Background: an optimization exercise with open tools, aiming at small area, a short achievable clock period and few clock cycles per item. Do not read the settings as production practice. The RTL was checked by simulation tests, not by an equivalence proof against the original design. Power and IR drop assume default switching activity.

==> flow/design.v (outline; a module is shown in full before it is edited, if it fits) <==
// module csa_layer: 1633 lines
// module result_buffer: 91 lines
// module wallace_mult: 33 lines
module wallace_mult (
	input  logic                  clk,
	input  logic                  rst_n,
	input  logic                  in_valid,
	input  wallace_pkg::operand_t a,
	input  wallace_pkg::operand_t b,
	output logic                  in_credit,
	output logic                  out_valid,
	output wallace_pkg::product_t product,
	input  logic                  out_credit
);
  // ...
==> flow/run.sh <==
#!/bin/bash
# synth_recipe.tcl (not shown) runs the flow's synth.tcl, then flattens the netlist and writes it again
# the make line also repeats each setting of config.mk as NAME=value (left out here)
make -C /OpenROAD-flow-scripts/flow DESIGN_CONFIG=/design/flow/config.mk WORK_HOME=/design/flow/orfs CLKGATE_MAP_FILE= SYNTH_SCRIPT=/design/flow/synth_recipe.tcl finish
==> flow/config.mk <==
export PLATFORM = sky130hd
export DESIGN_NAME = wallace_mult
export DESIGN_NICKNAME = wallace_mult
export VERILOG_FILES = /design/flow/design.v
export SDC_FILE = /design/flow/constraint.sdc
export NUM_CORES = 4
export LEC_CHECK = 0
export ABC_AREA = 1
export CAP_MARGIN = 20
export CORE_MARGIN = 2
export CORE_UTILIZATION = 40
export CTS_CLUSTER_DIAMETER = 80
export CTS_CLUSTER_SIZE = 30
export PLACE_DENSITY = 0.75
export SETUP_SLACK_MARGIN = 1.8
export SLEW_MARGIN = 20
==> flow/constraint.sdc <==
create_clock -name core_clock -period 4.0 [get_ports {clk}]
set_input_delay 0.8000 -clock core_clock [delete_from_list [all_inputs] [get_ports {clk}]]
set_output_delay 0.8000 -clock core_clock [all_outputs]
set_load 0.01 [all_outputs]
==> summary.md, run 1 <==
### Status
* result of the run: no timing/DRC/antenna violations

### Floorplan
* vertical die dimension: 212 um
* site row count: 76
* initial standard-cell utilization of the core: 40.4%

### Logic synthesis
* xor/xnor share of the synthesized area: 6.12%
* Yosys top cell by area: sky130_fd_sc_hd__edfxtp_1
* number of synthesized flops with an enable pin: 285
* synthesized netlist cell count: 1643
* Net Count, Synth: 1825
* dominant cell by count in the synthesized netlist: sky130_fd_sc_hd__edfxtp_1

### Global route
* met1 track utilization from global routing: 23.8%
* first-pass GRT wire length: 61000 um
* met2 track demand over resource: 28.3%
* number of global-route vias before repair: 11200
* initial antenna violation count: 1

### Pwr
* sequential group share of total power: 42.9%

### Cells and area
* clock-cell share of area: 2.75%
* fraction of final layout cells sized beyond drive strength 1: 9.57%
* number of flip-flops in the largest register: 100
* multi-input logic portion of the cell area: 36.2%

### Clocking
* clock latency of the later-clocked register in the worst-skew pair: 530 ps
* CTS Sinks: 301

### Worst setup path
* Worst EP required: 4290 ps
* critical path's top delay family: adder cells
* count of cell instances traversed by the critical path: 8

### Hold path
* worst hold path type: reg -> reg

Testbench counts, summed over its fixed seeds: cycles 3,232, items 3,200.
==> run 2: changes to the inputs <==
--- a/flow/config.mk
+++ b/flow/config.mk
@@ -13,4 +13,3 @@
 export CTS_CLUSTER_SIZE = 30
-export PLACE_DENSITY = 0.75
-export SETUP_SLACK_MARGIN = 1.8
+export SETUP_SLACK_MARGIN = 1.7
 export SLEW_MARGIN = 20
==> run 2 against run 1 <==
  * Still clean
  * Clock-buffer cell count up 1
  * Setup slack gained 47 ps
  * Area after synthesis did not move
  * Via count shrank 1.8%
  * Wire length grew 1.0%
  * Clock power grew 15%
  * Non-clock buffer count increased by 2
  * First-iteration DRC count shrank 14%
  * Core utilization down 0.096 points
  * Largest power group unchanged
==> summary.md, run 2 <==
### Logic synthesis
* share of async-settable or async-resettable flops after synthesis: 5.32%
* Yosys top cell by area: sky130_fd_sc_hd__edfxtp_1
* dominant cell by count in the synthesized netlist: sky130_fd_sc_hd__edfxtp_1
* number of synthesized flops with an enable pin: 285, unchanged
* yosys warns: 2
* average cell area after synthesis: 10.5 sq um
* most instantiated cells after synthesis: 285 x sky130_fd_sc_hd__edfxtp_1, 263 x sky130_fd_sc_hd__inv_1, 227 x sky130_fd_sc_hd__nand2_1
* prevailing post-synth register cell: sky130_fd_sc_hd__edfxtp_1
* synthesized netlist cell count: 1643, unchanged
* Mapped Area: 17300 sq um
* Net Count, Synth: 1825, unchanged
* Unique masters post-synth: 36
* Seq/Total Area, Yosys: 51.7%
* cell types with the largest area share after synthesis: sky130_fd_sc_hd__edfxtp_1 49%, sky130_fd_sc_hd__fa_1 7.5%, sky130_fd_sc_hd__ha_1 5.9%
* number of storage elements in the synthesis netlist: 301
* portion of synthesized cell area occupied by the leading cell type: 49.4%

### Timing
* Hold Worst Slack: 432 ps
* maximum achievable frequency: 446 MHz
* share of the clock period used by the worst path: 56.0%
* RSZ-0062 raised after global routing: yes
* pins over their slew limit: 0
* worst slew margin relative to its limit: 44.1%
* count of final hold-check violations: 0
* # setup viols final: 0
* worst-case clock skew: 18.8 ps
* final worst path period need: 2240 ps
* setup tns final: 0 ps
* pin slew with the least headroom to its limit: 838 ps

### Clocking
* number of buffers inserted for hold repair after clock tree synthesis: 0
* clock latency of the later-clocked register in the worst-skew pair: 540 ps, about the same
* total CTS buffers: 20
* clock transition at the registers of the reported paths: 100 ps
* clk buf depth: 3
* CTS Sinks: 301, unchanged
* TritonCTS clock tree: done
* CTS H-Tree Depth: 1
* CTS root buf: sky130_fd_sc_hd__clkbuf_16

### Cells and area
* most used cells in the layout excluding fill and tap cells: 285 x sky130_fd_sc_hd__edfxtp_1, 248 x sky130_fd_sc_hd__inv_1, 226 x sky130_fd_sc_hd__nand2_1
* number of flip-flops in the largest register: 100, unchanged
* Antenna diodes: 0
* Biggest register: u_csa.st2_q
* number of fill cells: 3994
* storage element area: 8960 sq um
* synthesis-to-finish area growth: 13.1%
* number of nets at the end of the flow: 1877
* fraction of final layout cells sized beyond drive strength 1: 8.19%, -1.4 points
* area occupied by multi-input gates: 6970 sq um
* leading cell type in the layout, fill and taps excluded: sky130_fd_sc_hd__edfxtp_1
* registers with the most flip-flops: u_csa.st2_q x100, u_result_buffer.mem x64, u_csa.st1_q x61

### Pwr
* Leak Pwr: 8.34 nW
* cell-internal power: 8.48 mW
* power density over the cells: 676 nW/um^2
* sequential group share of total power: 42.3%, -0.6 points
* Sw Share: 36.0%
* overall power after layout: 13.2 mW
* power share of the clock group: 16.6%
* Peak supply drop: 343 uV
* switching power: 4.77 mW
* power share of the combinational group: 41.1%

### Status
* result of the run: no timing/DRC/antenna violations

### Floorplan
* total die area: 45000 sq um
* Die Span X: 212 um
* site row count: 76, unchanged
* area of the core region: 42900 sq um
* number of I/O pins: 70
* initial standard-cell utilization of the core: 40.4%, unchanged
* vertical die dimension: 212 um, unchanged

### Worst setup path
* crit start category: flip-flop
* number of buffer and inverter stages on the critical path: 1
* worst-path cell chain: clkdlybuf4s50_1
* Crit path arrival time: 1440 ps
* critical-path cell with the highest stage delay: sky130_fd_sc_hd__clkdlybuf4s50_1
* maximum fanout encountered on the critical timing path: 1
* critical path class: reg -> out
* type of element capturing the critical path: output port
* Worst EP required: 3200 ps, -1090 ps
* critical path's top delay family: buffers and inverters
* Crit path largest cell delay: 540 ps

### Hold path
* worst hold path type: reg -> reg

### Global route
* met1 track utilization from global routing: 24.6%, +0.80 points
* number of global-route vias before repair: 11300, +1.4%
* first-pass GRT wire length: 62300 um, +2.2%
* met3 track demand over resource in global routing: 2.23%
* initial antenna violation count: 0, -1
* gr busiest metal: met2
* largest net degree at the start of global routing: 65
* met2 track demand over resource: 28.6%, +0.31 points
* Tot GR Track Use: 17.6%
* grt total ovfl: 0

### Drt
* post-detailed-route wirelength per cell: 17.1 um
* routed wire length: 39200 um
* Post-route DRC: 0
* drt first pass iters: 5
* post-DR vias/cell: 4.94
* Final ANT Viol Nets: 0
* overall via count from detail_route: 11300
* detailed router's first-iteration violation count: 665

### Placed design
* port buffer count: 69
* half-perimeter wire length after detailed placement: 28300 um
* Placer Congestion: 0.920

### Flow run
* max-capacitance violation count: 0

-- run 2: cell counts after synthesis --
No cell type changed its count.
-- run 2: repair_timing --
item | in CTS | in global routing
pin swaps | 0 | 7
cloned | 1 | 2
resized for setup | 8 | 39
buffers inserted | 4 | 32
setup endpoints to repair | 162 | 177
-- run 2: layout make-up --
type,count,area share (%)
clock buffer,23,2.72
clock inverter,13,0.805
inverter,281,5.83
multi-input combinational,979,35.6
sequential,301,45.8
tap,585,3.74
timing repair buffer,111,5.52
timing repair inverter,1,0.0383
-- run 2: metrics by stage --
| step | util [%] | setup slack [ps] | std cells | area, sq um |
|---|---|---|---|---|
| floorplan | - | 1200 | 1643 | 17400 |
| global placement | 42.9 | 1140 | 2219 | 18400 |
| detailed placement | 42.9 | 1110 | 2219 | 18400 |
| CTS | 44.6 | 1510 | 2260 | 19100 |
| global route | 45.7 | 1690 | 2294 | 19600 |
| finish | 45.7 | 1760 | 2294 | 19600 |
-- run 2: power groups by stage --
stage,sequential [mW],clock (mW),combinational (mW)
floorplan,5.54,0,3.70
global placement,5.66,0,4.92
detailed placement,5.70,0,5.03
CTS,5.62,2.29,5.12
global route,5.71,2.39,6.29
finish,5.60,2.20,5.45
-- run 2: cells by family (layout without fill, tap and decap cells) --
kind of cell / Yosys count / count (layout) / synth area share, %
AOI/OAI and AO/OA: 247 / 249 / 8.87
xor gates and xnor gates: 121 / 121 / 6.12
adders and majority gates: 147 / 147 / 13.4
buffers and inverters: 365 / 429 / 8.70
DFF: 301 / 301 / 51.7
and+or+nand+nor: 462 / 462 / 11.2
-- run 2: worst register-to-register path, stage by stage (launching register included) --
cell and delay [ps]:
sky130_fd_sc_hd__edfxtp_1 500, sky130_fd_sc_hd__clkinvlp_4 260, sky130_fd_sc_hd__buf_4 220, sky130_fd_sc_hd__o22ai_1 220
sky130_fd_sc_hd__xor2_1 330, sky130_fd_sc_hd__fa_1 470
-- run 2: final timing paths --
path / startpoint / endpoint / slack [ps] / cells after the start
max: u_result_buffer.mem[3] / product[3] / 1760 / 1
min: u_csa.st2_q[98] / u_csa.st3_q[34] / 430 / 0
max reg2reg: u_csa.st1_q[57] / u_csa.st2_q[87] / 1770 / 5
min reg2reg: u_csa.st2_q[98] / u_csa.st3_q[34] / 430 / 0
max in group asynchronous: rst_n / u_result_buffer.out_valid / 2800 / 1
min in group asynchronous: rst_n / u_result_buffer.out_cnt[0] / 690 / 1
-- run 2: layer usage --
metal  vias up  share of wire [%]  wire [um]
li1       5613                  -          -
met1      5384                 46      18200
met2       288                 46      18200
met3        52                4.8       1870
met4         0                2.3        895
met5         -                  0          0

[what the ideal ports hide]
How much do the figures lean on ideal ports? The routed layouts below were timed once more, with nothing changed but the port constraints.
Step 1 (the two cells are an assumption about what drives the block):
set clk [get_ports {clk}]
set_driving_cell -lib_cell sky130_fd_sc_hd__clkbuf_16 $clk
set_driving_cell -lib_cell sky130_fd_sc_hd__buf_2 [delete_from_list [all_inputs] $clk]
Step 2 adds t to the input delays and takes it off the output delays; t is the mean of the earliest and latest rising clock arrival at the registers after step 1. Input paths then give back, and output paths get back, about the clock's delay inside the block.
Three values: ideal ports, drivers, drivers and shift; two values: the first two.
| run | t (ns) | setup WS [ns] | worst register clock-pin slew, ns | cell pins on the clock port's net |
|---|---|---|---|---|
| run 1 | 0.567 | 1.713 / 1.713 / 1.312 | 0.11 / 0.11 | 1 |
| run 2 | 0.581 | 1.760 / 1.709 / 1.252 | 0.10 / 0.10 | 1 |
After both steps every run listed still meets setup and hold. The setup slack of run 2, which loses most, moves by -0.051 ns with the drivers and by -0.508 ns with both steps.
